Background: an optimization exercise with open tools, aiming at small area, a short achievable clock period and few clock cycles per item. Do not read the settings as production practice.
At most, simulation tests tie the RTL to the original design; equivalence was not proved.
Function not checked in runs 1 to 7: the RTL went through the layout flow alone.
Power is estimated from default activity; no workload was simulated.

## config.mk

```make
export PLATFORM = sky130hd
export DESIGN_NAME = pkt_lkp_top
export DESIGN_NICKNAME = pkt_lkp_top
export VERILOG_FILES = /design/flow/design.v
export SDC_FILE = /design/flow/constraint.sdc
export NUM_CORES = 4
export LEC_CHECK = 0
export CAP_MARGIN = 20
export CORE_MARGIN = 2
export CORE_UTILIZATION = 40
export SLEW_MARGIN = 20
```

## constraint.sdc

```tcl
create_clock -name core_clock -period 4.0 [get_ports {clk}]
set_input_delay 0.8000 -clock core_clock [delete_from_list [all_inputs] [get_ports {clk}]]
set_output_delay 0.8000 -clock core_clock [all_outputs]
set_load 0.01 [all_outputs]
```

## design.v

```verilog
`timescale 1ns/1ps
package pkt_lkp_pkg;
    localparam int LKP_INFO_W     = 20;
    localparam int ODR_ID_W       = 3;
    localparam int PAYLOAD_W      = 64;
    localparam int REQ_ID_W       = 10;
    localparam int ROB_DEPTH      = 8;
    localparam int ROB_IDX_W      = 3;
    localparam int LKP_FIFO_DEPTH = 4;
    localparam int LKP_FIFO_IDX_W = 2;
    localparam int PKT_META_W     = 1 + LKP_INFO_W + ODR_ID_W + 1;
    localparam int LKP_REQ_W      = LKP_INFO_W + REQ_ID_W;
    typedef logic [LKP_INFO_W-1:0] lkp_info_t;
    typedef logic [ODR_ID_W-1:0]   odr_id_t;
    typedef logic [PAYLOAD_W-1:0]  payload_t;
    typedef logic [REQ_ID_W-1:0]   req_id_t;
    typedef logic [ROB_IDX_W-1:0]  rob_idx_t;
    typedef struct packed {
        logic      lkp_en;
        lkp_info_t lkp_info;
        odr_id_t   odr_id;
        logic      so;
    } pkt_meta_t;
    typedef struct packed {
        lkp_info_t info;
        req_id_t   req_id;
    } lkp_req_t;
    typedef struct packed {
        lkp_info_t rslt;
        odr_id_t   odr_id;
        logic      so;
        payload_t  payload;
    } out_pkt_t;
endpackage
`timescale 1ns/1ps
module pkt_lkp_top
(
    input  logic      clk,
    input  logic      rst_i,
    input  logic      b2c_pkt_vld_i,
    input  logic      b2c_pkt_lkp_en_i,
    input  pkt_lkp_pkg::lkp_info_t b2c_pkt_lkp_info_i,
    input  pkt_lkp_pkg::odr_id_t   b2c_pkt_odr_id_i,
    input  logic      b2c_pkt_so_i,
    input  pkt_lkp_pkg::payload_t  b2c_pkt_payload_i,
    output logic      c2b_pkt_rdy_o,
    output logic      c2a_lkp_vld_o,
    output pkt_lkp_pkg::lkp_info_t c2a_lkp_info_o,
    output pkt_lkp_pkg::req_id_t   c2a_lkp_req_id_o,
    input  logic      a2c_lkp_rdy_i,
    input  logic      a2c_lkp_rsp_vld_i,
    input  pkt_lkp_pkg::req_id_t   a2c_lkp_rsp_id_i,
    input  pkt_lkp_pkg::lkp_info_t a2c_lkp_rslt_i,
    output logic      c2d_pkt_vld_o,
    output pkt_lkp_pkg::lkp_info_t c2d_pkt_lkp_rslt_o,
    output pkt_lkp_pkg::odr_id_t   c2d_pkt_odr_id_o,
    output logic      c2d_pkt_so_o,
    output pkt_lkp_pkg::payload_t  c2d_pkt_payload_o,
    input  logic      d2c_pkt_rdy_i
);
    localparam int N      = 8;
    localparam int IW     = $clog2(N);
    localparam int RW     = pkt_lkp_pkg::LKP_INFO_W;
    localparam int DW     = pkt_lkp_pkg::ODR_ID_W + 1 + pkt_lkp_pkg::PAYLOAD_W;
    logic [IW-1:0] head_q, tail_q, head_inc, tail_inc;
    logic          full_q, full_d;
    logic          rdy_q;
    logic          accept, retire;
    assign head_inc = (head_q == IW'(N-1)) ? '0 : head_q + 1'b1;
    assign tail_inc = (tail_q == IW'(N-1)) ? '0 : tail_q + 1'b1;
    logic          req_vld_q, req_vld_d;
    logic [RW-1:0] req_info_q;
    logic [IW-1:0] req_tag_q;
    logic          req_push;
    assign c2a_lkp_vld_o    = req_vld_q || (b2c_pkt_vld_i && b2c_pkt_lkp_en_i && rdy_q);
    assign c2a_lkp_info_o   = req_vld_q ? req_info_q : b2c_pkt_lkp_info_i;
    assign c2a_lkp_req_id_o = pkt_lkp_pkg::REQ_ID_W'(req_vld_q ? req_tag_q : tail_q);
    assign c2b_pkt_rdy_o = rdy_q;
    assign accept        = b2c_pkt_vld_i && rdy_q;
    assign req_push      = accept && b2c_pkt_lkp_en_i;
    always_comb
    begin
        req_vld_d = req_vld_q;
        if (req_push)
            req_vld_d = !a2c_lkp_rdy_i;
        else if (a2c_lkp_rdy_i)
            req_vld_d = 1'b0;
    end
    always_ff @(posedge clk)
    begin
        if (rst_i)
            req_vld_q <= 1'b0;
        else
            req_vld_q <= req_vld_d;
    end
    always_ff @(posedge clk)
    begin
        if (req_push)
        begin
            req_info_q <= b2c_pkt_lkp_info_i;
            req_tag_q  <= tail_q;
        end
    end
    logic [DW-1:0] data_q [N];
    logic [RW-1:0] rslt_q [N];
    logic [N-1:0]  lkp_q;
    logic [N-1:0]  done_q;
    logic [IW-1:0] rsp_idx;
    logic          head_done;
    logic          head_rsp;
    logic          out_free;
    assign rsp_idx   = a2c_lkp_rsp_id_i[IW-1:0];
    assign head_done = done_q[head_q];
    assign head_rsp  = a2c_lkp_rsp_vld_i && (rsp_idx == head_q);
    assign out_free  = !c2d_pkt_vld_o || d2c_pkt_rdy_i;
    assign retire    = out_free && (head_done || head_rsp);
    always_ff @(posedge clk)
    begin
        if (accept)
        begin
            data_q[tail_q] <= {b2c_pkt_odr_id_i, b2c_pkt_so_i, b2c_pkt_payload_i};
            lkp_q[tail_q]  <= b2c_pkt_lkp_en_i;
        end
        if (a2c_lkp_rsp_vld_i)
            rslt_q[rsp_idx] <= a2c_lkp_rslt_i;
    end
    always_comb
    begin
        full_d = full_q;
        if (accept && !retire)
            full_d = (tail_inc == head_q);
        else if (retire && !accept)
            full_d = 1'b0;
    end
    always_ff @(posedge clk)
    begin
        if (rst_i)
        begin
            head_q <= '0;
            tail_q <= '0;
            full_q <= 1'b0;
            rdy_q  <= 1'b0;
            done_q <= '0;
        end
        else
        begin
            full_q <= full_d;
            rdy_q  <= !full_d && !req_vld_d;
            if (a2c_lkp_rsp_vld_i)
                done_q[rsp_idx] <= 1'b1;
            if (retire)
            begin
                done_q[head_q] <= 1'b0;
                head_q         <= head_inc;
            end
            if (accept)
            begin
                done_q[tail_q] <= !b2c_pkt_lkp_en_i;
                tail_q         <= tail_inc;
            end
        end
    end
    logic [RW-1:0] out_rslt;
    assign out_rslt = head_done ? (rslt_q[head_q] & {RW{lkp_q[head_q]}}) : a2c_lkp_rslt_i;
    always_ff @(posedge clk)
    begin
        if (rst_i)
            c2d_pkt_vld_o <= 1'b0;
        else if (out_free)
            c2d_pkt_vld_o <= retire;
    end
    always_ff @(posedge clk)
    begin
        if (retire)
        begin
            c2d_pkt_lkp_rslt_o <= out_rslt;
            {c2d_pkt_odr_id_o, c2d_pkt_so_o, c2d_pkt_payload_o} <= data_q[head_q];
        end
    end
endmodule
```

## run.sh

```bash
#!/bin/bash
# synth_recipe.tcl (not shown) runs the flow's synth.tcl, then flattens the netlist and writes it again
# the make line also repeats each setting of config.mk as NAME=value (left out here)
make -C /OpenROAD-flow-scripts/flow DESIGN_CONFIG=/design/flow/config.mk WORK_HOME=/design/flow/orfs CLKGATE_MAP_FILE= SYNTH_SCRIPT=/design/flow/synth_recipe.tcl finish
```

==> impl_metrics.toml, run 1 <==
[outcome]
status = "finished clean"

[floorplanning]
coreArea_um2 = 79300
start_util_pct = 40.5
boundaryPins = 246
dieArea_um2 = 82600
die_w_um = 287
fp.dieH_um = 287
rows = 103

[logic_synthesis]
syn-cell-area_um2 = 32100
postSynth.asyncResetShare_pct = 0
synth.distinct_cells = 48
synth_flop_cell = "edfxtp_1"
synth_warnings = 1
synth-seq-cells = 844
synth_cells = 1433
synth.avg_cell_area_um2 = 22.4
seq_area_frac_synth_pct = 78.2
synth_edf_count = 823

[finish]
n_fill_cell = 6371
area_growth_pct = 20.4
nets = 1851
drive_above_1_share_pct = 24.7

[setup_path]
path_delay_family = "buffers and inverters"
regToRegSetupSlack_ps = 1090
path_cells = "inv_1 -> o21ai_0 -> clkdlybuf4s50_1"
start_kind = "register"
crit_fanout = 18
crit_type = "register to output port"
rr_startpoint = "tail_q[0]$_SDFFE_PP0P_"
crit_buf_inv = 2
rr_endpoint = "lkp_q[2]$_DFFE_PP_"
endpoint_kind = "output port"
r2r_cells = 5
crit_arrival_ps = 2920
slowest_delay_ps = 760
critical_path.slowest_cell = "dfxtp_1"
cp_data_required_time_ps = 3200

[min_path]
hold_depth = 2
min_to = "lkp_q[1]$_DFFE_PP_"
worstHoldStart = "lkp_q[1]$_DFFE_PP_"
hp-class = "register to register"

[sta]
max_freq_ghz = 0.269
finalHoldViolCount = 0
finalCriticalPeriod_ps = 3720
period_share_pct = 92.9
slew_viol_final = 0
setup_tns_ps = 0
skew_ps = 36.7
finalSetupViolCount = 0
worst-slew-pin-transition_ps = 1080
rsz0062_at_grt = "false"
slew_headroom_pct = 27.9

[route]
num_vias = 14864
drc_errors = 0
antenna_left = 0
finalWirelength_um = 67700
first_iter_violations = 1072
viasPerCell = 5.26
first_pass_iters = 5
wl_per_cell_um = 23.9

[global_routing]
grt_pass1_vias = 15964
grt_pass1_wl_um = 101000
antenna_found_initial = 10
grt_max_degree = 147
grt.total_usage_pct = 16.5
grt-ovfl-total = 0

[placement]
portBuffers = 231
hpwl_um = 35600
place_congestion = 0.751

[job]
drv_cap = 0

[power]
p_per_area_nw_per_um2 = 491
peakVddDrop_mv = 0.325
p_leak_nw = 11.8
fin_total_pwr_w = 0.0190

[cts]
cts_tree = "done"
holdBufCountCts = 0
numCtsBuffers = 87
path_clk_slew_ps = 60
post_cts_buffers = 0
clk_latency_ps = 650
cts_buffer_depth = 3
root_buffer = "clkbuf_16"
cts_max_level = 3
clock-sinks = 844
cts_resized = 0
## worst register-to-register path, stage by stage (launching register included)
cell     delay [ps]
dfxtp_1         760
inv_1           340
ha_1            600
nor3b_1         570
nand2_1         130
mux2_2          290
## cell type report
| cell class | count | area (um2) | share of cell area, % |
|---|---|---|---|
| clock inverters | 45 | 438 | 1.13 |
| repair buffers | 266 | 2780 | 7.17 |
| well taps | 1050 | 1310 | 3.40 |
| clock buffers | 108 | 2270 | 5.86 |
| flip-flops and latches | 844 | 25200 | 65.0 |
| diodes | 1 | 2.50 | 0.00647 |
| multi-input cells | 504 | 6710 | 17.3 |
| inverters | 10 | 37.5 | 0.0970 |
## through the flow
step	utilization, %	hold WS (ps)	instances	area (um2)	setup WS, ps
floorplan	-	431	1439	32200	-598
detailed placement	45.4	549	2674	36000	574
CTS	48.8	563	2827	38700	322
finish	48.8	562	2828	38700	283
global route	48.8	603	2827	38700	241
global placement	45.4	535	2674	36000	608
## flip-flops by register name, indices dropped and copies added (netlist names), named ones only
| name | cells |
|---|---|
| c2d_pkt_lkp_rslt_o | 20 |
| c2d_pkt_odr_id_o | 3 |
| c2d_pkt_payload_o | 64 |
| c2d_pkt_so_o | 1 |
| c2d_pkt_vld_o | 1 |
| data_q | 544 |
| done_q | 8 |
| full_q | 1 |
| head_q | 3 |
| lkp_q | 8 |
| rdy_q | 1 |
| req_info_q | 20 |
| req_tag_q | 3 |
| req_vld_q | 1 |
| rslt_q | 160 |
| tail_q | 3 |
## synthesized netlist by cell type (10+ instances only)
cell type / n / area, um2
nor2_1: 23 / 86.3
nand2_1: 46 / 173
a31oi_1: 11 / 68.8
buf_2: 32 / 160
mux2i_1: 23 / 230
edfxtp_1: 823 / 24700
ha_1: 13 / 163
mux4_2: 180 / 4050
clkbuf_1: 36 / 135
mux2_2: 94 / 1060
a21oi_1: 10 / 50.1
o31ai_1: 20 / 150
dfxtp_1: 21 / 420
## per-layer routing
| layer | wire length (um) | GRT usage [%] |
|---|---|---|
| met1 | 29000 | 22.2 |
| met2 | 33300 | 27.0 |
| met3 | 4060 | 3.79 |
| met4 | 1250 | 4.64 |
| met5 | 134 | 0 |
## cells by family (layout without fill, tap and decap cells)
logic type / Yosys count / after routing / share of synthesized area [%]
AO/OA/AOI/OAI: 65 / 65 / 1.41
flip-flops: 844 / 844 / 78.2
multiplexers: 298 / 298 / 16.7
buffers and inverters: 91 / 429 / 1.27
XOR/XNOR: 9 / 9 / 0.245
AND/OR/NAND/NOR: 112 / 112 / 1.65
adder cells (fa/ha/maj): 13 / 13 / 0.506
other: 1 / 8 / 0.0117
## worst max path at each step
stage | start | endpoint | slack [ps] | cells past startpoint
2_1_floorplan | b2c_pkt_vld_i | data_q[7][0]$_DFFE_PP_ | -600 | 4
3_3_place_gp | a2c_lkp_rsp_id_i[0] | c2d_pkt_lkp_rslt_o[18]$_DFFE_PN_ | 610 | 5
3_5_place_dp | a2c_lkp_rsp_id_i[0] | c2d_pkt_lkp_rslt_o[18]$_DFFE_PN_ | 570 | 5
4_1_cts | tail_q[0]$_SDFFE_PP0P_ | c2a_lkp_req_id_o[0] | 320 | 3
5_1_grt | tail_q[0]$_SDFFE_PP0P_ | c2a_lkp_req_id_o[0] | 240 | 3
6_report | tail_q[0]$_SDFFE_PP0P_ | c2a_lkp_req_id_o[0] | 280 | 3
## placed cells by master, fill, tap and decap left out, types with 13 or more instances in the layout
cell	count
buf_4	19
edfxtp_1	823
nand2_1	46
clkdlybuf4s50_1	231
mux2_2	94
o31ai_1	20
buf_12	16
clkbuf_1	20
mux2i_1	23
dfxtp_1	15
clkinv_1	23
nor2_1	21
clkbuf_16	87
mux4_2	180
ha_1	13
## power by group
group / switching [W] / internal, W / leakage [nW] / total (W)
Sequential: 0.0000838 / 0.00996 / 7.63 / 0.0100
Clock: 0.00331 / 0.00431 / 1.31 / 0.00761
Combinational: 0.000650 / 0.000689 / 2.91 / 0.00134
Total: 0.00404 / 0.0150 / 11.8 / 0.0190
==> inputs of run 2 (changes only) <==
--- a/design.v
+++ b/design.v
@@ -60,3 +60,3 @@
 );
-    localparam int N      = 8;
+    localparam int N      = 4;
     localparam int IW     = $clog2(N);
==> run 2 against run 1 <==
Critical endpoint is now c2a_lkp_vld_o. Die area fell by 45%. Non-clock buffer count is 17 lower. Setup slack improved by 580 ps. Highest routed layer unchanged. Sequential power shrank 39%.
==> impl_metrics.toml, run 2 <==
[outcome]
status = "finished clean"

[route]
wl_per_cell_um = 21.2
antenna_left = 0
viasPerCell = 4.96
finalWirelength_um = 35600
first_pass_iters = 6
drc_errors = 0
first_iter_violations = 547
num_vias = 8345

[sta]
slew_viol_final = 0
finalSetupViolCount = 0
skew_ps = 20.3
period_share_pct = 78.5
worst-slew-pin-transition_ps = 1070
setup_tns_ps = 0
max_freq_ghz = 0.318
rsz0062_at_grt = "false"
finalCriticalPeriod_ps = 3140
slew_headroom_pct = 28.4
finalHoldViolCount = 0

[setup_path]
crit_arrival_ps = 2340
start_kind = "input port"
endpoint_kind = "output port"
crit_type = "input port to output port"
crit_fanout = 6
cp_data_required_time_ps = 3200

[placement]
hpwl_um = 21200
portBuffers = 229
place_congestion = 0.725
dp_cells = 1589

[logic_synthesis]
ys_top_cells_by_area = "edfxtp_1 (80%), mux4_2 (12%), dfxtp_1 (1.6%), mux2_2 (1.3%), nand2_1 (1.0%)"
synth_warnings = 1
synth_flop_cell = "edfxtp_1"
yosysTopAreaCell = "edfxtp_1"
synth_most_common_cell = "edfxtp_1"
synth-seq-cells = 480
synth_edf_count = 466
synth_cells = 788
synth.distinct_cells = 36
synth_commonest_cells = "edfxtp_1 (466), mux4_2 (90), nand2_1 (49)"
postSynth.asyncResetShare_pct = 0
synth_top_area_share_pct = 79.6
syn-cell-area_um2 = 17600
seq_area_frac_synth_pct = 81.2
synth.avg_cell_area_um2 = 22.3

[floorplanning]
fp.dieH_um = 214
boundaryPins = 246
die_w_um = 214
coreArea_um2 = 43300
start_util_pct = 40.6
dieArea_um2 = 45600
rows = 76

[global_routing]
grt_pass1_vias = 8951
antenna_found_initial = 3
grt_pass1_wl_um = 53400
grt-ovfl-total = 0
grt.total_usage_pct = 15.9
grt_max_degree = 58

[finish]
drive_above_1_share_pct = 20.0
n_fill_cell = 3486
nets = 1191
final_common_cell = "edfxtp_1"
final_cell_mix = "edfxtp_1 (466), clkdlybuf4s50_1 (229), mux4_2 (90), clkbuf_16 (50), nand2_1 (49)"
area_growth_pct = 26.4
largest_reg_flops = 272
stdcell_count = 1682
regMostFlops = "data_q"
utilization_pct = 51.4

[cts]
holdBufCountCts = 0
numCtsBuffers = 50
cts_buffer_depth = 3
cts_resized = 0
path_clk_slew_ps = 60
cts_max_level = 2
root_buffer = "clkbuf_16"
clock-sinks = 480
clk_latency_ps = 590
cts_tree = "done"
post_cts_buffers = 0

[power]
fin_total_pwr_w = 0.0120
p_leak_nw = 7.15
peakVddDrop_mv = 0.361
p_per_area_nw_per_um2 = 539

[job]
drv_cap = 0

[min_path]
hp-class = "register to register"
run 2: cell count changes in the layout (fill, tap and decap cells not counted), sizes merged, moves of 13 or more:
| cell | delta |
|---|---|
| o31ai | -19 |
| clkbuf | -54 |
| buf | -15 |
| edfxtp | -357 |
| clkinv | -13 |
| nand3 | +18 |
| mux2i | -23 |
| mux4 | -90 |
| mux2 | -73 |
run 2: stage by stage:
stage	hold WS, ps	instance area [um2]	setup slack (ps)
after detailed placement	563	20700	820
after global placement	536	20700	826
after floorplan	470	17600	972
after global routing	582	22200	743
final	556	22200	859
after CTS	571	22200	604
run 2: report_power, final:
part / leakage (nW) / switching [W] / total, W / internal [W]
Combinational: 2.02 / 0.000718 / 0.00153 / 0.000807
Clock: 0.747 / 0.00192 / 0.00435 / 0.00243
Sequential: 4.38 / 0.000162 / 0.00609 / 0.00593
Total: 7.15 / 0.00280 / 0.0120 / 0.00917
run 2: final timing paths:
check,to,cells past startpoint,slack [ps],from
setup reg to reg,c2d_pkt_payload_o[41]$_DFFE_PN_,5,1190,head_q[0]$_SDFFE_PP0N_
hold reg to reg,tail_q[1]$_SDFFE_PP0N_,2,560,tail_q[1]$_SDFFE_PP0N_
hold / removal,tail_q[1]$_SDFFE_PP0N_,2,560,tail_q[1]$_SDFFE_PP0N_
setup / recovery,c2a_lkp_vld_o,5,860,b2c_pkt_lkp_en_i
run 2: cell type report:
class	count	area [um2]	share of cell area, %
Antenna cell	1	2.50	0.0113
Clock buffer	54	1270	5.70
Clock inverter	38	274	1.23
Inverter	11	43.8	0.197
Multi-Input combinational cell	264	3120	14.0
Sequential cell	480	14300	64.3
Tap cell	585	732	3.29
Timing Repair Buffer	249	2500	11.3
run 2: logic make-up after synthesis:
family / synth area share (%)
adder cells (fa/ha/maj): 0.712
AND/OR/NAND/NOR: 2.68
buffers and inverters: 1.35
XOR/XNOR: 0.199
flip-flops: 81.2
other: 0.0213
multiplexers: 12.9
AO/OA/AOI/OAI: 0.904
run 2: metal layers:
metal / track usage (%) / share of wire [%]
met5: 0 / 0.12
met2: 26.3 / 49
met4: 5.24 / 2.3
met3: 5.33 / 7.7
met1: 19.7 / 40
run 2: critical path, cell delays in order:
cell and delay, ps:
clkdlybuf4s50_1 600, and3_1 220, nor2_1 70, inv_1 90, clkdlybuf4s50_1 560
==> inputs of run 3 (changes only) <==
--- a/config.mk
+++ b/config.mk
@@ -10,2 +10,4 @@
 export CORE_UTILIZATION = 40
+export SETUP_SLACK_MARGIN = 2.0
 export SLEW_MARGIN = 20
+export TNS_END_PERCENT = 100
==> run 3 against run 2 <==
Cell count is 3.1% higher. Non-clock buffer count is 39 higher. First-iteration DRC count is 13% higher. Combinational power is 11% higher. Routed wire length is 12% higher. Via count is 3.8% higher. Sequential cell count stayed put. Maximum frequency is 30% higher. Synthesized cell count stayed put. Die area stayed put. Highest routed layer is now met4.
==> impl_metrics.toml, run 3 <==
[sta]
finalSetupViolCount = 0
slew_viol_final = 0
period_share_pct = 60.2
slew_headroom_pct = 25.7
setup_tns_ps = 0
fin_ws_ps = 1590
fin_hold_ws_ps = 441
worst-slew-pin-transition_ps = 1110
finalCriticalPeriod_ps = 2410
skew_ps = 26.6
rsz0062_at_grt = "true"
max_freq_ghz = 0.415
finalHoldViolCount = 0

[power]
p_per_area_nw_per_um2 = 552
clockPowerShare_pct = 38.2
combPwrFrac_pct = 13.6
peakVddDrop_mv = 0.321
p_leak_nw = 7.71
switchingPower_w = 0.00291
p_sw_share_pct = 23.3
power.internal_w = 0.00959
p_seq_share_pct = 48.2

[route]
viasPerCell = 4.99
drc_errors = 0
first_iter_violations = 618
antenna_left = 0
wl_per_cell_um = 23.0
num_vias = 8661
finalWirelength_um = 39800
first_pass_iters = 5

[global_routing]
grt_max_degree = 51
grt_pass1_wl_um = 57400
grt.total_usage_pct = 17.5
grt-ovfl-total = 0
use_met3_pct = 5.68
grtUsageMet1_pct = 22.7
grt_pass1_vias = 9083
antenna_found_initial = 4
gr-usage-met2_pct = 28.4
top_usage_layer = "met2"

[floorplanning]
boundaryPins = 246
dieArea_um2 = 45600
rows = 76
start_util_pct = 40.6
die_w_um = 214
coreArea_um2 = 43300
fp.dieH_um = 214

[logic_synthesis]
synthSimpleGateAreaFrac_pct = 2.68
synth_fa_ha_area_share_pct = 0.712
synth-compound-area-share_pct = 0.904
synth_warnings = 1
synth_top_family_by_area = "multiplexers"
yosysTopAreaCell = "edfxtp_1"
syn-cell-area_um2 = 17600
synth_top_area_share_pct = 79.6
ys_top_cells_by_area = "edfxtp_1 (80%), mux4_2 (12%), dfxtp_1 (1.6%), mux2_2 (1.3%), nand2_1 (1.0%)"
synth.avg_cell_area_um2 = 22.3
synth-seq-cells = 480
synth_mux_area_share_pct = 12.9
synth_cells = 788
seq_area_frac_synth_pct = 81.2
postSynth.asyncResetShare_pct = 0
synth_most_common_cell = "edfxtp_1"
synth.distinct_cells = 36
synth_edf_count = 466
synth_xor_area_share_pct = 0.199
synth_flop_cell = "edfxtp_1"
synth_commonest_cells = "edfxtp_1 (466), mux4_2 (90), nand2_1 (49)"

[placement]
portBuffers = 229
dp_slack_ps = 904
place_congestion = 0.713
hpwl_um = 21000
dp_cells = 1589

[finish]
stdcell_count = 1734
final_cell_mix = "edfxtp_1 (466), clkdlybuf4s50_1 (94), mux4_2 (92), buf_2 (89), clkbuf_16 (52)"
final_common_cell = "edfxtp_1"
area_growth_pct = 28.9
n_fill_cell = 3478
nets = 1239
regMostFlops = "data_q"
drive_above_1_share_pct = 34.8
largest_reg_flops = 272
utilization_pct = 52.4

[cts]
clock-sinks = 480
clk_latency_ps = 600
cts_buffer_depth = 3
path_clk_slew_ps = 60
numCtsBuffers = 51
holdBufCountCts = 0
cts_max_level = 2
root_buffer = "clkbuf_16"
cts_tree = "done"

[setup_path]
slowest_delay_ps = 410
endpoint_kind = "output port"
crit_arrival_ps = 1610
crit_fanout = 2
critical_path.slowest_cell = "clkdlybuf4s50_1"
start_kind = "input port"
r2r_cells = 8
crit_type = "input port to output port"
cp_data_required_time_ps = 3200
path_cells = "clkdlybuf4s50_1 -> mux2_2 -> buf_6"

[min_path]
hp-class = "input port to register"
hold_depth = 1

[job]
drv_cap = 0

[outcome]
status = "finished clean"
## run 3: changes by cell type in the layout (fill, tap and decap cells not counted), moves of 12 or more
cell and change:
dlygate4sd2_1 +16, buf_4 +26, buf_6 +21, clkdlybuf4s50_1 -135, mux2_2 -12, buf_2 +89, mux2_4 +12
## run 3: through the flow
| step | power, W | instance area, um2 |
|---|---|---|
| 2_1_floorplan | 0.00698 | 17700 |
| 3_3_place_gp | 0.00775 | 20700 |
| 3_5_place_dp | 0.00776 | 20700 |
| 4_1_cts | 0.0126 | 22500 |
| 6_report | 0.0125 | 22700 |
| 5_1_grt | 0.0130 | 22700 |
## run 3: worst paths after layout
kind / startpoint / to / slack [ps]
hold reg to reg: tail_q[1]$_SDFFE_PP0N_ / req_tag_q[1]$_DFFE_PP_ / 490
hold / removal: b2c_pkt_lkp_info_i[7] / req_info_q[7]$_DFFE_PP_ / 440
setup reg to reg: head_q[0]$_SDFFE_PP0N_ / rdy_q$_SDFF_PP0_ / 2030
setup / recovery: b2c_pkt_lkp_info_i[11] / c2a_lkp_info_o[11] / 1590
## run 3: cell type report
| class | count | area [um2] | area share [%] |
|---|---|---|---|
| Clock buffer | 65 | 1360 | 6.00 |
| Inverter | 11 | 71.3 | 0.315 |
| Timing Repair inverter | 3 | 33.8 | 0.149 |
| Tap cell | 585 | 732 | 3.23 |
| Sequential cell | 480 | 14300 | 63.1 |
| Antenna cell | 3 | 7.51 | 0.0331 |
| Clock inverter | 30 | 348 | 1.53 |
| Timing Repair Buffer | 288 | 2480 | 10.9 |
| Multi-Input combinational cell | 269 | 3340 | 14.7 |
## run 3: worst max-delay path: cells and delay by family
family                 cells  cell delay, ps
buffers and inverters      2             530
muxes                      1             270
## run 3: cell families (layout without fill, tap and decap cells)
family                   Yosys count  after routing
AO/OA/AOI/OAI                     25             25
flip-flops                       480            480
XOR/XNOR                           4              4
AND/OR/NAND/NOR                  105            108
adder cells (fa/ha/maj)           10             10
other                              1             11
buffers and inverters             51            397
multiplexers                     112            114
## run 3: power groups by stage
| stage | Sequential (W) | Combinational [W] | Clock (W) |
|---|---|---|---|
| finish | 0.00603 | 0.00170 | 0.00478 |
| global route | 0.00605 | 0.00184 | 0.00509 |
| CTS | 0.00604 | 0.00167 | 0.00490 |
| detailed placement | 0.00620 | 0.00156 | 0 |
| global placement | 0.00620 | 0.00155 | 0 |
| floorplan | 0.00619 | 0.000791 | 0 |
## run 3: routing by layer
metal  wire length, um  part of all wire [%]  vias to the layer above
met2             19500                    49                      241
met1             16500                    42                     4495
met5                 0                     0                        -
met4               624                   1.6                        0
met3              3190                   8.0                       45
li1                  -                     -                     3880
## run 3: repair_timing
action / 4_1_cts / 5_1_grt
buffers inserted: 20 / 17
gates cloned: 7 / 3
endpoints found under the setup margin: 427 / 218
resized for setup: 506 / 46
pin swaps: 4 / 3
==> inputs of run 4 (changes only) <==
--- a/design.v
+++ b/design.v
@@ -60,3 +60,3 @@
 );
-    localparam int N      = 4;
+    localparam int N      = 8;
     localparam int IW     = $clog2(N);
==> run 4 against run 3 <==
Power is 62% higher. Sequential cell count is 364 higher. Maximum frequency is 3.4% lower. First-iteration DRC count is 120% higher. Global-route usage is 0.42 points higher. Area after synthesis is 83% higher. Count of clock-buffer cells in the layout is 39 higher. Register-to-register slack worse by 230 ps.
==> impl_metrics.toml, run 4 <==
[route]
first_iter_violations = 1334
wl_per_cell_um = 26.2
antenna_left = 0
drc_errors = 0
finalWirelength_um = 77100
num_vias = 15766
viasPerCell = 5.36
first_pass_iters = 5

[floorplanning]
die_w_um = 287
start_util_pct = 40.5
coreArea_um2 = 79300
dieArea_um2 = 82600
boundaryPins = 246
fp.dieH_um = 287
rows = 103

[finish]
largest_reg_flops = 544
stdcell_count = 2940
utilization_pct = 51.9
nets = 1957
drive_above_1_share_pct = 39.7
regMostFlops = "data_q"
area_growth_pct = 27.9
final_cell_mix = "edfxtp_1 (823), mux4_2 (180), clkdlybuf4s50_1 (111), clkbuf_16 (102), buf_2 (82)"
final_common_cell = "edfxtp_1"

[sta]
slew_headroom_pct = 41.3
finalSetupViolCount = 0
fin_hold_ws_ps = 549
max_freq_ghz = 0.401
finalHoldViolCount = 0
period_share_pct = 62.4
skew_ps = 42.4
slew_viol_final = 0
setup_tns_ps = 0
finalCriticalPeriod_ps = 2500
rsz0062_at_grt = "true"
worst-slew-pin-transition_ps = 878

[global_routing]
gr-usage-met2_pct = 29.4
grt_pass1_vias = 16421
grt_pass1_wl_um = 108000
grtUsageMet1_pct = 23.5
top_usage_layer = "met2"
antenna_found_initial = 14
grt_max_degree = 73
grt.total_usage_pct = 17.9
use_met3_pct = 5.10
grt-ovfl-total = 0

[logic_synthesis]
synth.avg_cell_area_um2 = 22.4
syn-cell-area_um2 = 32100
synth_most_common_cell = "edfxtp_1"
synth-compound-area-share_pct = 1.41
seq_area_frac_synth_pct = 78.2
synthSimpleGateAreaFrac_pct = 1.65
synth_top_area_share_pct = 76.9
synth_xor_area_share_pct = 0.245
synth_top_family_by_area = "multiplexers"
synth_edf_count = 823
postSynth.asyncResetShare_pct = 0
synth_cells = 1433
synth.distinct_cells = 48
yosysTopAreaCell = "edfxtp_1"
ys_top_cells_by_area = "edfxtp_1 (77%), mux4_2 (13%), mux2_2 (3.3%), dfxtp_1 (1.3%), mux2i_1 (0.72%)"
synth_warnings = 1
synth_flop_cell = "edfxtp_1"
synth_commonest_cells = "edfxtp_1 (823), mux4_2 (180), mux2_2 (94)"
synth_fa_ha_area_share_pct = 0.506
synth-seq-cells = 844
synth_mux_area_share_pct = 16.7

[placement]
portBuffers = 231
place_congestion = 0.765
dp_cells = 2677
hpwl_um = 36100

[setup_path]
start_kind = "register"
crit_fanout = 6
endpoint_kind = "output port"
cp_data_required_time_ps = 3200
crit_type = "register to output port"
crit_arrival_ps = 1700

[cts]
cts_tree = "done"
root_buffer = "clkbuf_16"
clock-sinks = 844
path_clk_slew_ps = 60
numCtsBuffers = 87
holdBufCountCts = 0
cts_buffer_depth = 3
cts_max_level = 3
clk_latency_ps = 650

[power]
p_per_area_nw_per_um2 = 491
p_leak_nw = 13.1
fin_total_pwr_w = 0.0202
peakVddDrop_mv = 0.364

[outcome]
status = "finished clean"

[min_path]
hp-class = "register to register"

[job]
drv_cap = 0
[run 4: cell types whose count changed after synthesis, moves of 20 or more]
cell / previous run / this run
mux2i_1: 1 / 23
clkbuf_1: 16 / 36
mux2_2: 21 / 94
edfxtp_1: 466 / 823
mux4_2: 90 / 180
buf_2: 12 / 32
[run 4: worst max-delay path, cell delays in order, from the launching register on]
cell and delay [ps]:
dfxtp_4 370, buf_12 130, buf_16 140, mux2_4 300, buf_6 120
[run 4: path summary, 6_finish.rpt]
check / start / to / slack [ps] / depth (start not counted)
setup / recovery: req_vld_q$_SDFF_PP0_ / c2a_lkp_info_o[8] / 1500 / 4
hold reg to reg: c2d_pkt_vld_o$_SDFFE_PP0P_ / c2d_pkt_vld_o$_SDFFE_PP0P_ / 550 / 2
setup reg to reg: head_q[0]$_SDFFE_PP0N_ / rdy_q$_SDFF_PP0_ / 1800 / 8
hold / removal: c2d_pkt_vld_o$_SDFFE_PP0P_ / c2d_pkt_vld_o$_SDFFE_PP0P_ / 550 / 2
[run 4: through the flow]
step	setup slack, ps	cell area, um2
after floorplan	860	32400
after global placement	746	36100
after detailed placement	767	36100
after CTS	1450	39800
after global routing	1430	41100
final	1500	41100
[run 4: report_power, final]
part,internal [W],switching (W)
Combinational,0.000990,0.000876
Sequential,0.00996,0.0000719
Clock,0.00488,0.00342
[run 4: cells by family (layout without fill, tap and decap cells)]
logic type,Yosys count,after routing
DFF,844,844
muxes,298,298
and+or+nand+nor,112,114
buffers and inverters,91,539
AOI/OAI and AO/OA,65,65
adders and majority gates,13,13
xor gates and xnor gates,9,9
other,1,8
[run 4: what timing repair did]
action                                  CTS  global route
buffers inserted                         38            25
endpoints found under the setup margin  908           388
pin swaps                                 6            16
gates resized for setup                 610           119
cloned                                   19            21
[run 4: area by class of cell]
type | count | area [um2]
repair buffers | 370 | 4320
flip-flops and latches | 844 | 25200
clock buffers | 104 | 2240
inverters | 10 | 53.8
well taps | 1050 | 1310
multi-input cells | 506 | 7300
fillers | 6167 | 38200
clock inverters | 55 | 698
diodes | 1 | 2.50
[run 4: per-layer routing]
layer | vias to the layer above | wire [um]
met5 | - | 145
met4 | 22 | 1490
met3 | 118 | 5320
met2 | 477 | 38200
met1 | 8368 | 31900
li1 | 6781 | -
==> inputs of run 5 (changes only) <==
--- a/design.v
+++ b/design.v
@@ -60,3 +60,3 @@
 );
-    localparam int N      = 8;
+    localparam int N      = 4;
     localparam int IW     = $clog2(N);
--- a/config.mk
+++ b/config.mk
@@ -10,3 +10,3 @@
 export CORE_UTILIZATION = 40
-export SETUP_SLACK_MARGIN = 2.0
+export SETUP_SLACK_MARGIN = 2.5
 export SLEW_MARGIN = 20
==> run 5 against run 4 <==
Count of clock-buffer cells in the layout shrank 44. Setup slack gained 11 ps. Final area shrank 39%. Maximum frequency grew 0.44%. Utilization grew 5.9 points. Routed wire length shrank 42%. Still clean. Sequential share of layout area shrank 4.0 points. Clock skew shrank 19 ps. Power shrank 37%. Non-clock buffer count grew 20.
==> impl_metrics.toml, run 5 <==
[outcome]
status = "finished clean"

[setup_path]
r2r_cells = 7
rr_startpoint = "head_q[0]$_SDFFE_PP0N_"
crit_buf_inv = 3
crit_arrival_ps = 1680
crit_type = "register to output port"
rr_endpoint = "done_q[2]$_SDFF_PP0_"
slowest_delay_ps = 410
path_delay_family = "flip-flops"
cp_data_required_time_ps = 3200
endpoint_kind = "output port"
critical_path.slowest_cell = "dfxtp_4"
regToRegSetupSlack_ps = 2030
crit_fanout = 6
path_cells = "buf_12 -> buf_16 -> mux2_4 -> buf_6"
start_kind = "register"

[power]
p_leak_nw = 8.61
p_sw_share_pct = 24.8
peakVddDrop_mv = 0.414
switchingPower_w = 0.00315
p_seq_share_pct = 47.4
combPwrFrac_pct = 19.2
clockPowerShare_pct = 33.4
power.internal_w = 0.00957
p_per_area_nw_per_um2 = 510

[sta]
finalSetupViolCount = 0
finalCriticalPeriod_ps = 2480
slew_headroom_pct = 51.9
finalHoldViolCount = 0
slew_viol_final = 0
worst-slew-pin-transition_ps = 721
skew_ps = 23.8
rsz0062_at_grt = "true"
setup_tns_ps = 0
max_freq_ghz = 0.403
period_share_pct = 62.1

[cts]
cts_buffer_depth = 3
clk_latency_ps = 600
clock-sinks = 480
root_buffer = "clkbuf_16"
path_clk_slew_ps = 60
numCtsBuffers = 49
cts_max_level = 2
cts_tree = "done"

[logic_synthesis]
seq_area_frac_synth_pct = 81.2
synth_cells = 788
syn-cell-area_um2 = 17600
synth_warnings = 1
synth_most_common_cell = "edfxtp_1"
synth_top_area_share_pct = 79.6
synth.avg_cell_area_um2 = 22.3
synth_edf_count = 466
yosysTopAreaCell = "edfxtp_1"
synth-seq-cells = 480
postSynth.asyncResetShare_pct = 0
synth.distinct_cells = 36
synth_flop_cell = "edfxtp_1"
synth_commonest_cells = "edfxtp_1 (466), mux4_2 (90), nand2_1 (49)"
ys_top_cells_by_area = "edfxtp_1 (80%), mux4_2 (12%), dfxtp_1 (1.6%), mux2_2 (1.3%), nand2_1 (1.0%)"

[finish]
stdcell_count = 1835
register_area_um2 = 14300
largest_reg_flops = 272
final_cell_mix = "edfxtp_1 (466), clkdlybuf4s50_1 (102), mux4_2 (91), buf_2 (84), buf_6 (72)"
nets = 1347
regMostFlops = "data_q"
area_growth_pct = 42.1
final_area_um2 = 25000
final_common_cell = "edfxtp_1"
drive_above_1_share_pct = 43.7
num_antenna_cells = 0
n_fill_cell = 3205
multi_input_comb_area_um2 = 3700

[route]
routed-wl-met2_um = 22900
wl_met3_um = 3090
viasPerCell = 5.08
met1Wirelength_um = 18000
num_vias = 9330
finalWirelength_um = 44900
highest_layer = "met5"
first_pass_iters = 5
wl_per_cell_um = 24.5
antenna_left = 0
first_iter_violations = 736
drc_errors = 0

[min_path]
min_to = "req_info_q[6]$_DFFE_PP_"
hp-class = "input port to register"
worstHoldStart = "b2c_pkt_lkp_info_i[6]"
hold_depth = 1

[global_routing]
grt.total_usage_pct = 19.2
grt_pass1_wl_um = 62400
grt_pass1_vias = 9632
antenna_found_initial = 3
grt-ovfl-total = 0
grt_max_degree = 43

[floorplanning]
rows = 76
start_util_pct = 40.6
boundaryPins = 246
dieArea_um2 = 45600
die_w_um = 214
fp.dieH_um = 214
coreArea_um2 = 43300

[placement]
portBuffers = 229
place_congestion = 0.697
place_area_um2 = 21000
dp_cells = 1591
hpwl_um = 21100

[job]
drv_cap = 0
-- run 5: changes by cell type in the layout (fill, tap and decap cells not counted), sizes merged, moves of 12 or more --
cell,change
o31ai,-19
clkbuf,-47
mux2i,-23
nand3,+18
buf,+29
edfxtp,-357
mux2,-73
mux4,-89
bufinv,-12
-- run 5: cell families (layout without fill, tap and decap cells) --
group,Yosys count,in the layout,synth area share [%]
flip-flops,480,480,81.2
multiplexers,112,113,12.9
AND/OR/NAND/NOR,105,110,2.68
buffers and inverters,51,500,1.35
AO/OA/AOI/OAI,25,25,0.904
adder cells (fa/ha/maj),10,10,0.712
XOR/XNOR,4,4,0.199
other,1,8,0.0213
-- run 5: final cells by class --
type / instances / share of cell area [%]
Tap cell: 585 / 2.93
Inverter: 11 / 0.286
Timing Repair inverter: 10 / 0.671
Timing Repair Buffer: 390 / 18.1
Multi-Input combinational cell: 270 / 14.8
Clock buffer: 60 / 5.16
Sequential cell: 480 / 57.3
Clock inverter: 29 / 0.757
-- run 5: worst max path at each step --
| stage | start | to | slack, ps | cells past startpoint |
|---|---|---|---|---|
| floorplan | b2c_pkt_vld_i | c2a_lkp_vld_o | 1940 | 3 |
| global placement | b2c_pkt_lkp_en_i | c2a_lkp_vld_o | 840 | 5 |
| detailed placement | b2c_pkt_lkp_en_i | c2a_lkp_vld_o | 840 | 5 |
| CTS | req_vld_q$_SDFF_PP0_ | c2a_lkp_info_o[2] | 1510 | 4 |
| global route | req_vld_q$_SDFF_PP0_ | c2a_lkp_info_o[15] | 1470 | 4 |
| finish | req_vld_q$_SDFF_PP0_ | c2a_lkp_info_o[8] | 1520 | 4 |
-- run 5: per-stage QoR --
stage               total power [W]  utilization (%)  setup WS, ps  hold slack, ps
finish                       0.0127             57.7          1520             429
global route                 0.0132             57.7          1470             419
CTS                          0.0126             55.7          1510             495
detailed placement          0.00783             48.6           840             543
global placement            0.00781             48.6           840             541
floorplan                   0.00707                -          1940             460
-- run 5: metal layers --
layer  up-vias  track usage (%)
li1       4117                -
met1      4871             24.1
met2       264             32.3
met3        72             5.96
met4         6             5.91
met5         -                0
-- run 5: power by group through the flow --
stage	clock, W	combinational [W]	sequential [W]
after CTS	0.00435	0.00225	0.00604
after global routing	0.00455	0.00258	0.00606
after global placement	0	0.00166	0.00616
final	0.00425	0.00244	0.00603
after detailed placement	0	0.00167	0.00616
after floorplan	0	0.000881	0.00619
-- run 5: worst reg2reg max path, delay by kind of cell, from the launching register on --
family	cells	cell delay, ps
muxes	1	560
DFF	1	370
AOI/OAI and AO/OA	3	710
and+or+nand+nor	1	80
buffers and inverters	2	180
-- run 5: repair_timing --
action,4_1_cts,5_1_grt
resized for setup,667,81
pin swaps,11,13
hold buffers,0,0
setup buffers,76,29
gates cloned,35,15
setup endpoints to repair,668,568
==> inputs of run 6 (changes only) <==
--- a/design.v
+++ b/design.v
@@ -70,9 +70,4 @@
     assign tail_inc = (tail_q == IW'(N-1)) ? '0 : tail_q + 1'b1;
-    logic          req_vld_q, req_vld_d;
-    logic [RW-1:0] req_info_q;
-    logic [IW-1:0] req_tag_q;
     logic          req_push;
-    assign c2a_lkp_vld_o    = req_vld_q || (b2c_pkt_vld_i && b2c_pkt_lkp_en_i && rdy_q);
-    assign c2a_lkp_info_o   = req_vld_q ? req_info_q : b2c_pkt_lkp_info_i;
-    assign c2a_lkp_req_id_o = pkt_lkp_pkg::REQ_ID_W'(req_vld_q ? req_tag_q : tail_q);
+    logic          req_block_d;
     assign c2b_pkt_rdy_o = rdy_q;
@@ -80,10 +75,23 @@
     assign req_push      = accept && b2c_pkt_lkp_en_i;
+    logic          m_vld_q, s_vld_q, m_vld_d, s_vld_d;
+    logic [RW-1:0] m_info_q, s_info_q;
+    logic [IW-1:0] m_tag_q, s_tag_q;
+    logic          req_pop;
+    assign c2a_lkp_vld_o    = m_vld_q;
+    assign c2a_lkp_info_o   = m_info_q;
+    assign c2a_lkp_req_id_o = pkt_lkp_pkg::REQ_ID_W'(m_tag_q);
+    assign req_pop          = m_vld_q && a2c_lkp_rdy_i;
     always_comb
     begin
-        req_vld_d = req_vld_q;
-        if (req_push)
-            req_vld_d = !a2c_lkp_rdy_i;
-        else if (a2c_lkp_rdy_i)
-            req_vld_d = 1'b0;
-    end
+        m_vld_d = m_vld_q;
+        s_vld_d = s_vld_q;
+        if (!m_vld_q || req_pop)
+        begin
+            m_vld_d = s_vld_q || req_push;
+            s_vld_d = s_vld_q && req_push;
+        end
+        else if (req_push)
+            s_vld_d = 1'b1;
+    end
+    assign req_block_d = s_vld_d;
     always_ff @(posedge clk)
@@ -91,12 +99,31 @@
         if (rst_i)
-            req_vld_q <= 1'b0;
+        begin
+            m_vld_q <= 1'b0;
+            s_vld_q <= 1'b0;
+        end
         else
-            req_vld_q <= req_vld_d;
-    end
-    always_ff @(posedge clk)
-    begin
-        if (req_push)
-        begin
-            req_info_q <= b2c_pkt_lkp_info_i;
-            req_tag_q  <= tail_q;
+        begin
+            m_vld_q <= m_vld_d;
+            s_vld_q <= s_vld_d;
+        end
+    end
+    always_ff @(posedge clk)
+    begin
+        if (!m_vld_q || req_pop)
+        begin
+            if (s_vld_q)
+            begin
+                m_info_q <= s_info_q;
+                m_tag_q  <= s_tag_q;
+            end
+            else if (req_push)
+            begin
+                m_info_q <= b2c_pkt_lkp_info_i;
+                m_tag_q  <= tail_q;
+            end
+        end
+        if (req_push && (s_vld_q || (m_vld_q && !req_pop)))
+        begin
+            s_info_q <= b2c_pkt_lkp_info_i;
+            s_tag_q  <= tail_q;
         end
@@ -147,3 +174,3 @@
             full_q <= full_d;
-            rdy_q  <= !full_d && !req_vld_d;
+            rdy_q  <= !full_d && !req_block_d;
             if (a2c_lkp_rsp_vld_i)
==> run 6 against run 5 <==
Still clean on timing, DRC and antenna. First-iteration DRC count decreased by 1.1%. Via count up 4.1%. Sequential cell count rose by 23. Synthesized cell count up 3.4%. Sequential power rose by 4.0%. Worst hold slack improved by 110 ps. Highest routed layer unchanged.
==> impl_metrics.toml, run 6 <==
[setup_path]
path_delay_family = "simple AND/OR/NAND/NOR gates"
crit_arrival_ps = 2560
critical_path.slowest_cell = "mux4_2"
endpoint_kind = "register"
crit_fanout = 4
slowest_delay_ps = 540
rr_startpoint = "done_q[2]$_SDFF_PP0_"
cp_data_required_time_ps = 4480
start_kind = "register"
path_cells = "mux4_2 -> a31oi_4 -> nor2_4 -> buf_12 -> or4_4 -> and3_1"
crit_start = "done_q[2]$_SDFF_PP0_"
crit_type = "register to register"
crit_buf_inv = 1

[finish]
final_cell_mix = "edfxtp_1 (488), clkdlybuf4s50_1 (109), buf_2 (95), mux4_2 (92), clkbuf_16 (64)"
largest_reg_flops = 272
regMostFlops = "data_q"
nets = 1390
final_common_cell = "edfxtp_1"
multi_input_comb_area_um2 = 3710
area_growth_pct = 44.2
n_fill_cell = 3334
register_area_um2 = 15000
drive_above_1_share_pct = 44.4
final_area_um2 = 26400

[cts]
numCtsBuffers = 53
cts_tree = "done"
path_clk_slew_ps = 60
clock-sinks = 503
clk_latency_ps = 600
cts_max_level = 2
root_buffer = "clkbuf_16"
cts_buffer_depth = 3

[sta]
period_share_pct = 52.0
rsz0062_at_grt = "true"
max_freq_ghz = 0.481
finalSetupViolCount = 0
finalCriticalPeriod_ps = 2080
slew_viol_final = 0
slew_headroom_pct = 45.0
finalHoldViolCount = 0
skew_ps = 21.1
worst-slew-pin-transition_ps = 824
setup_tns_ps = 0

[global_routing]
top_usage_layer = "met2"
grt_pass1_wl_um = 67200
use_met3_pct = 6.00
gr-usage-met2_pct = 32.9
grtUsageMet1_pct = 25.3
grt_max_degree = 28
grt_pass1_vias = 10101
grt-ovfl-total = 0
grt.total_usage_pct = 19.8
antenna_found_initial = 5

[logic_synthesis]
synth_most_common_cell = "edfxtp_1"
postSynth.asyncResetShare_pct = 0
seq_area_frac_synth_pct = 81.8
synth.distinct_cells = 33
ys_top_cells_by_area = "edfxtp_1 (80%), mux4_2 (11%), dfxtp_1 (1.6%), mux2_2 (1.3%), nand2_1 (1.1%)"
synth.avg_cell_area_um2 = 22.4
synth_warnings = 1
synth_commonest_cells = "edfxtp_1 (488), mux4_2 (90), nand2_1 (53)"
yosysTopAreaCell = "edfxtp_1"
synth_flop_cell = "edfxtp_1"
synth_top_area_share_pct = 80.2
syn-cell-area_um2 = 18300
synth_cells = 815
synth-seq-cells = 503
synth_edf_count = 488

[outcome]
status = "finished clean"

[power]
peakVddDrop_mv = 0.399
p_per_area_nw_per_um2 = 518
p_leak_nw = 9.03

[job]
drv_cap = 0

[route]
first_iter_violations = 728
drc_errors = 0
num_vias = 9710
viasPerCell = 5.11
first_pass_iters = 5
wl_per_cell_um = 24.9
antenna_left = 0
finalWirelength_um = 47300

[min_path]
hp-class = "register to register"
worstHoldStart = "full_q$_SDFF_PP0_"

[floorplanning]
dieArea_um2 = 47400
start_util_pct = 40.4
coreArea_um2 = 45300
rows = 78
die_w_um = 218
boundaryPins = 246
fp.dieH_um = 218

[placement]
hpwl_um = 22100
place_congestion = 0.711
portBuffers = 229
place_area_um2 = 21700
run 6: cell count changes after synthesis, sizes merged, moves of 2 or more:
cell and change:
inv -2, a2111oi +2, nor2b +2, a221o -2, nand3 -4, edfxtp +22
a211o -2, a21oi +2, nand2 +3, a21o +3, nor2 -2, o21ai +6
run 6: timing repair:
item / 4_1_cts / 5_1_grt
resized for setup: 675 / 67
buffers inserted: 92 / 15
hold endpoints to repair: 0 / 0
gates cloned: 47 / 12
pin swaps: 19 / 25
setup endpoints to repair: 712 / 528
hold buffers: 0 / 0
run 6: report_power, final:
group	internal (W)	switching [W]	total, W
registers	0.00616	0.000106	0.00627
logic	0.00129	0.00104	0.00233
clock network	0.00305	0.00200	0.00505
total	0.0105	0.00315	0.0137
run 6: path summary, 6_finish.rpt:
check,slack (ps),end,cells after the start
worst min register to register,540,full_q$_SDFF_PP0_,2
worst max-delay path,1920,rdy_q$_SDFF_PP0_,6
worst max register to register,1920,rdy_q$_SDFF_PP0_,6
worst min-delay path,540,full_q$_SDFF_PP0_,2
run 6: worst register-to-register path, cell delays in order (launching register included):
cell and delay, ps:
dfxtp_1 380, mux4_2 540, a31oi_4 210, nor2_4 100, buf_12 160, or4_4 420, and3_1 170
run 6: per-stage QoR:
stage	worst slack, ps	hold slack (ps)	total power [W]	utilization, %	instances
after floorplan	890	461	0.00717	-	822
after global placement	824	503	0.00784	47.8	1634
after detailed placement	821	511	0.00786	47.8	1634
after CTS	1950	532	0.0136	56.6	1871
after global routing	1900	555	0.0141	58.2	1898
final	1920	538	0.0137	58.2	1900
run 6: per-layer routing:
| metal | up-vias | share of wire, % |
|---|---|---|
| met5 | - | 0.12 |
| met4 | 8 | 2.0 |
| met3 | 74 | 7.5 |
| met2 | 292 | 50 |
| met1 | 5074 | 40 |
| li1 | 4262 | - |
run 6: layout make-up:
cell class	instances	share of cell area, %
antenna	2	0.0190
clock inverter	29	1.40
inverter	9	0.195
tap	600	2.85
timing repair buffer	408	19.2
sequential	503	56.8
multi-input combinational	280	14.1
clock buffer	69	5.45
run 6: kinds of logic after synthesis:
family	share of synthesized area [%]
DFF	81.8
AOI/OAI and AO/OA	1.01
adders and majority gates	0.739
buffers and inverters	1.16
muxes	12.4
other	0.0205
xor gates and xnor gates	0.192
and+or+nand+nor	2.64
==> inputs of run 7 (changes only) <==
--- a/config.mk
+++ b/config.mk
@@ -10,3 +10,3 @@
 export CORE_UTILIZATION = 40
-export SETUP_SLACK_MARGIN = 2.5
+export SETUP_SLACK_MARGIN = 2.0
 export SLEW_MARGIN = 20
==> run 7 against run 6 <==
Still clean on timing, DRC and antenna. Clock skew shrank 6.8 ps. Via count shrank 7.9%. Synthesized cell count is the same. Critical path type unchanged. Highest routed layer unchanged.
==> impl_metrics.toml, run 7 <==
[setup_path]
endpoint_kind = "register"
rr_startpoint = "done_q[1]$_SDFF_PP0_"
crit_arrival_ps = 2520
crit_type = "register to register"
cp_data_required_time_ps = 4480
crit_fanout = 6
start_kind = "register"
crit_start = "done_q[1]$_SDFF_PP0_"

[finish]
final_cell_mix = "edfxtp_1 (488), clkdlybuf4s50_1 (113), buf_2 (111), mux4_2 (91), nand2_1 (53)"
final_area_um2 = 23000
regMostFlops = "data_q"
multi_input_comb_area_um2 = 3380
nets = 1262
final_common_cell = "edfxtp_1"
area_growth_pct = 25.9
largest_reg_flops = 272
register_area_um2 = 15000
drive_above_1_share_pct = 32.3
n_fill_cell = 3688

[logic_synthesis]
synth_cells = 815
yosysTopAreaCell = "edfxtp_1"
synth.avg_cell_area_um2 = 22.4
synth_commonest_cells = "edfxtp_1 (488), mux4_2 (90), nand2_1 (53)"
synth-seq-cells = 503
synth_flop_cell = "edfxtp_1"
synth_warnings = 1
ys_top_cells_by_area = "edfxtp_1 (80%), mux4_2 (11%), dfxtp_1 (1.6%), mux2_2 (1.3%), nand2_1 (1.1%)"
synth_most_common_cell = "edfxtp_1"
synth_top_area_share_pct = 80.2
synth_edf_count = 488
syn-cell-area_um2 = 18300
seq_area_frac_synth_pct = 81.8
synth.distinct_cells = 33
postSynth.asyncResetShare_pct = 0

[sta]
setup_tns_ps = 0
skew_ps = 14.3
finalHoldViolCount = 0
slew_headroom_pct = 31.6
rsz0062_at_grt = "true"
finalSetupViolCount = 0
period_share_pct = 50.9
slew_viol_final = 0
finalCriticalPeriod_ps = 2040
max_freq_ghz = 0.491
worst-slew-pin-transition_ps = 1020

[placement]
portBuffers = 229
hpwl_um = 22300
place_area_um2 = 21500
place_congestion = 0.707

[route]
antenna_left = 0
viasPerCell = 5.07
finalWirelength_um = 40100
first_iter_violations = 576
num_vias = 8946
first_pass_iters = 4
wl_per_cell_um = 22.7
drc_errors = 0

[floorplanning]
fp.dieH_um = 218
rows = 78
boundaryPins = 246
dieArea_um2 = 47400
die_w_um = 218
start_util_pct = 40.4
coreArea_um2 = 45300

[cts]
numCtsBuffers = 51
cts_buffer_depth = 3
path_clk_slew_ps = 60
holdBufCountCts = 0
cts_max_level = 2
clk_latency_ps = 600
cts_tree = "done"
clock-sinks = 503
root_buffer = "clkbuf_16"

[power]
combPwrFrac_pct = 11.6
power.internal_w = 0.00936
switchingPower_w = 0.00276
p_leak_nw = 7.67
peakVddDrop_mv = 0.329
p_per_area_nw_per_um2 = 527
p_seq_share_pct = 51.6
clockPowerShare_pct = 36.7
p_sw_share_pct = 22.8

[global_routing]
grt-ovfl-total = 0
antenna_found_initial = 7
grt.total_usage_pct = 16.5
grt_pass1_vias = 9384
grt_pass1_wl_um = 57700
grt_max_degree = 55

[min_path]
worstHoldStart = "full_q$_SDFF_PP0_"
hp-class = "register to register"

[job]
drv_cap = 0

[outcome]
status = "finished clean"
## run 7: cell types whose count changed in the layout (fill, tap and decap cells not counted), sizes merged, moves of 2 or more
cell,change
buf,-119
clkbuf,-13
bufinv,-5
clkdlybuf4s50,+4
clkinv,+4
clkdlybuf4s15,-2
dlymetal6s2s,-2
inv,-2
nor2,-2
## run 7: logic make-up after synthesis
family | after synthesis | synth area share (%)
flip-flops | 503 | 81.8
multiplexers | 112 | 12.4
AND/OR/NAND/NOR | 106 | 2.64
buffers and inverters | 48 | 1.16
AO/OA/AOI/OAI | 30 | 1.01
adder cells (fa/ha/maj) | 11 | 0.739
XOR/XNOR | 4 | 0.192
other | 1 | 0.0205
## run 7: power groups by stage
stage          Sequential [W]  Clock (W)  Combinational [W]
5_1_grt               0.00628    0.00478            0.00153
2_1_floorplan         0.00643          0           0.000664
4_1_cts               0.00626    0.00458            0.00141
3_5_place_dp          0.00639          0            0.00143
6_report              0.00626    0.00445            0.00141
3_3_place_gp          0.00639          0            0.00141
## run 7: area by class of cell
class | instances | share of cell area [%]
multi-input cells | 280 | 14.7
inverters | 9 | 0.158
well taps | 600 | 3.26
repair buffers | 282 | 10.0
clock buffers | 65 | 5.78
flip-flops and latches | 503 | 65.1
clock inverters | 25 | 0.984
diodes | 2 | 0.0218
## run 7: through the flow
stage | worst slack [ps] | instances | utilization (%) | hold slack [ps] | total power, W
2_1_floorplan | 890 | 822 | - | 461 | 0.00709
3_3_place_gp | 989 | 1635 | 47.5 | 519 | 0.00780
3_5_place_dp | 963 | 1635 | 47.5 | 517 | 0.00782
4_1_cts | 1870 | 1749 | 50.5 | 511 | 0.0123
5_1_grt | 1910 | 1764 | 50.8 | 554 | 0.0126
6_report | 1960 | 1766 | 50.8 | 533 | 0.0121
## run 7: worst paths after layout
check	end	slack (ps)	cells past startpoint
max	rdy_q$_SDFF_PP0_	1960	6
max reg2reg	rdy_q$_SDFF_PP0_	1960	6
min	full_q$_SDFF_PP0_	530	2
min reg2reg	full_q$_SDFF_PP0_	530	2
## run 7: what timing repair did
action	in CTS	in global routing
setup buffers	19	10
resized for setup	470	18
cloned	5	5
pin swaps	6	4
setup endpoints to repair	501	235
## run 7: critical path: stages, from the launching register on
cell	delay, ps
dfxtp_1	370
mux4_2	540
a31oi_4	220
nor2_4	90
buf_12	140
or4_4	410
and3_4	160
## run 7: layer usage
metal | GRT usage [%] | up-vias | wire, um
li1 | - | 3973 | -
met4 | 5.76 | 10 | 971
met3 | 5.54 | 78 | 3100
met5 | 0 | - | 68
met2 | 26.6 | 263 | 19600
met1 | 21.1 | 4622 | 16400
==> inputs of run 8 (changes only) <==
--- a/design.v
+++ b/design.v
@@ -61,3 +61,3 @@
     localparam int N      = 4;
-    localparam int IW     = $clog2(N);
+    localparam int IW     = 2;
     localparam int RW     = pkt_lkp_pkg::LKP_INFO_W;
==> run 8 against run 7 <==
Still clean. Power unchanged. Utilization unchanged. Sequential cell count unchanged. Cell count unchanged. Clock skew unchanged. Count of clock-buffer cells in the layout unchanged. First-iteration DRC count unchanged. Critical endpoint unchanged.
==> impl_metrics.toml, run 8 <==
[finish]
nets = 1262
multi_input_comb_area_um2 = 3380
largest_reg_flops = 272
area_growth_pct = 25.9
final_common_cell = "edfxtp_1"
regMostFlops = "data_q"
n_fill_cell = 3688
register_area_um2 = 15000
final_cell_mix = "edfxtp_1 (488), clkdlybuf4s50_1 (113), buf_2 (111), mux4_2 (91), nand2_1 (53)"
drive_above_1_share_pct = 32.3

[setup_path]
crit_arrival_ps = 2520
path_depth = 6
slowest_delay_ps = 540
crit_buf_inv = 1
path_delay_family = "simple AND/OR/NAND/NOR gates"
r2r_cells = 6
path_cells = "mux4_2 -> a31oi_4 -> nor2_4 -> buf_12 -> or4_4 -> and3_4"
crit_fanout = 6
cp_data_required_time_ps = 4480
crit_type = "register to register"
start_kind = "register"
critical_path.slowest_cell = "mux4_2"
endpoint_kind = "register"

[route]
viasPerCell = 5.07
num_vias = 8946
drc_errors = 0
first_iter_violations = 576
wl_per_cell_um = 22.7
first_pass_iters = 4
antenna_left = 0
finalWirelength_um = 40100

[sta]
finalSetupViolCount = 0
fin_hold_ws_ps = 533
finalCriticalPeriod_ps = 2040
rsz0062_at_grt = "true"
finalHoldViolCount = 0
max_freq_ghz = 0.491
period_share_pct = 50.9
worst-slew-pin-transition_ps = 1020
fin_ws_ps = 1960
slew_viol_final = 0
setup_tns_ps = 0
skew_ps = 14.3
slew_headroom_pct = 31.6

[logic_synthesis]
ys_top_cells_by_area = "edfxtp_1 (80%), mux4_2 (11%), dfxtp_1 (1.6%), mux2_2 (1.3%), nand2_1 (1.1%)"
synth_commonest_cells = "edfxtp_1 (488), mux4_2 (90), nand2_1 (53)"
synth_mux_area_share_pct = 12.4
yosysTopAreaCell = "edfxtp_1"
synth_cells = 815
synth_top_family_by_area = "multiplexers"
synth_warnings = 1
postSynth.asyncResetShare_pct = 0
synth-compound-area-share_pct = 1.01
synth_fa_ha_area_share_pct = 0.739
synth_xor_area_share_pct = 0.192
synth_flop_cell = "edfxtp_1"
synth-seq-cells = 503
synth.avg_cell_area_um2 = 22.4
syn-cell-area_um2 = 18300
synth_most_common_cell = "edfxtp_1"
synthSimpleGateAreaFrac_pct = 2.64
seq_area_frac_synth_pct = 81.8
synth_edf_count = 488
synth.distinct_cells = 33
synth_top_area_share_pct = 80.2

[floorplanning]
boundaryPins = 246
coreArea_um2 = 45300
start_util_pct = 40.4
fp.dieH_um = 218
rows = 78
dieArea_um2 = 47400
die_w_um = 218

[cts]
cts_max_level = 2
cts_buffer_depth = 3
numCtsBuffers = 51
root_buffer = "clkbuf_16"
clock-sinks = 503
clk_latency_ps = 600
holdBufCountCts = 0
path_clk_slew_ps = 60
cts_tree = "done"

[min_path]
hp-class = "register to register"
hold_depth = 2

[global_routing]
grt_pass1_wl_um = 57700
antenna_found_initial = 7
grt-ovfl-total = 0
grt_max_degree = 55
grt_pass1_vias = 9384
grt.total_usage_pct = 16.5

[outcome]
status = "finished clean"

[power]
p_leak_nw = 7.67
peakVddDrop_mv = 0.329
p_per_area_nw_per_um2 = 527

[job]
drv_cap = 0

[placement]
place_congestion = 0.707
portBuffers = 229
hpwl_um = 22300
dp_slack_ps = 963
[run 8: cell counts after synthesis]
No cell type changed its count.
[run 8: worst min-delay path, cell delays in order (launching register included)]
cell and delay [ps]:
dfxtp_1 300, nand3b_1 110, a21oi_1 70
[run 8: through the flow]
step	total power, W	std cells	util [%]	cell area [um2]
2_1_floorplan	0.00709	822	-	18400
5_1_grt	0.0126	1764	50.8	23000
3_5_place_dp	0.00782	1635	47.5	21500
4_1_cts	0.0123	1749	50.5	22900
3_3_place_gp	0.00780	1635	47.5	21500
6_report	0.0121	1766	50.8	23000
[run 8: path summary, 6_finish.rpt]
check                             from                end  slack (ps)
setup / recovery  done_q[1]$_SDFF_PP0_   rdy_q$_SDFF_PP0_        1960
hold / removal       full_q$_SDFF_PP0_  full_q$_SDFF_PP0_         530
setup reg to reg  done_q[1]$_SDFF_PP0_   rdy_q$_SDFF_PP0_        1960
hold reg to reg      full_q$_SDFF_PP0_  full_q$_SDFF_PP0_         530
[run 8: cell families after synthesis]
family,Yosys count
adders and majority gates,11
AOI/OAI and AO/OA,30
and+or+nand+nor,106
buffers and inverters,48
xor gates and xnor gates,4
other,1
DFF,503
muxes,112
[run 8: repair_timing]
action	4_1_cts	5_1_grt
cloned	5	5
resized for setup	470	18
endpoints found under the setup margin	501	235
pin swaps	6	4
setup buffers	19	10
[run 8: metal layers]
layer | vias to the layer above | GRT usage [%] | share of wire, %
met3 | 78 | 5.54 | 7.7
met5 | - | 0 | 0.17
met1 | 4622 | 21.1 | 41
met2 | 263 | 26.6 | 49
met4 | 10 | 5.76 | 2.4
li1 | 3973 | - | -
[run 8: report_power, final]
part / internal, W / switching, W / leakage [nW] / total [W]
combinational: 0.000660 / 0.000748 / 2.33 / 0.00141
sequential: 0.00616 / 0.0000970 / 4.59 / 0.00626
clock: 0.00254 / 0.00192 / 0.759 / 0.00445
[run 8: layout make-up]
cell class	instances	area share (%)
multi-input combinational	280	14.7
clock buffer	65	5.78
timing repair buffer	282	10.0
tap	600	3.26
sequential	503	65.1
inverter	9	0.158
antenna	2	0.0218
clock inverter	25	0.984
Testbench counts of run 8, summed over its fixed seeds: cycles 9,384, items 3,200.

==> separate check: timing with driven ports <==
No port has a modelled driver above. Below, the same layouts with a new extraction and two added sets of constraints. Step 1 sets driving cells, clkbuf_16 on the clock port and buf_2 on the other inputs (assumed; they add their load-dependent delay and slew). Step 2 adds t to the input delays and takes it off the output delays; t is the mean of the earliest and latest rising clock arrival at the registers after step 1. Input paths then give back, and output paths get back, about the clock's delay inside the block. Slacks: no drivers / after step 1 / after step 2; pairs: no drivers / after step 1.
run | t, ns | slack for setup (ns) | clock arrival spread, ns | slew at the worst register clock pin (ns) | worst data-port slew with drivers (ns)
run 1 | 0.695 | 0.283 / 0.222 / 0.529 | 0.038 / 0.038 | 0.06 / 0.06 | 0.13
run 2 | 0.631 | 0.859 / 0.795 / 0.795 | 0.025 / 0.024 | 0.06 / 0.06 | 0.10
run 3 | 0.635 | 1.591 / 1.554 / 1.435 | 0.030 / 0.030 | 0.06 / 0.06 | 0.09
run 4 | 0.688 | 1.505 / 1.446 / 1.290 | 0.047 / 0.048 | 0.07 / 0.07 | 0.12
run 5 | 0.639 | 1.516 / 1.465 / 1.529 | 0.035 / 0.036 | 0.06 / 0.06 | 0.10
run 6 | 0.641 | 1.921 / 1.921 / 1.328 | 0.027 / 0.027 | 0.06 / 0.06 | 0.11
run 7 | 0.643 | 1.963 / 1.916 / 1.397 | 0.022 / 0.022 | 0.06 / 0.06 | 0.08
run 8 | 0.643 | 1.963 / 1.916 / 1.397 | 0.022 / 0.022 | 0.06 / 0.06 | 0.08
After both steps every run listed still meets setup and hold. For run 6, which loses most, drivers alone change the setup slack by 0.000 ns; drivers and shift together by -0.593 ns.
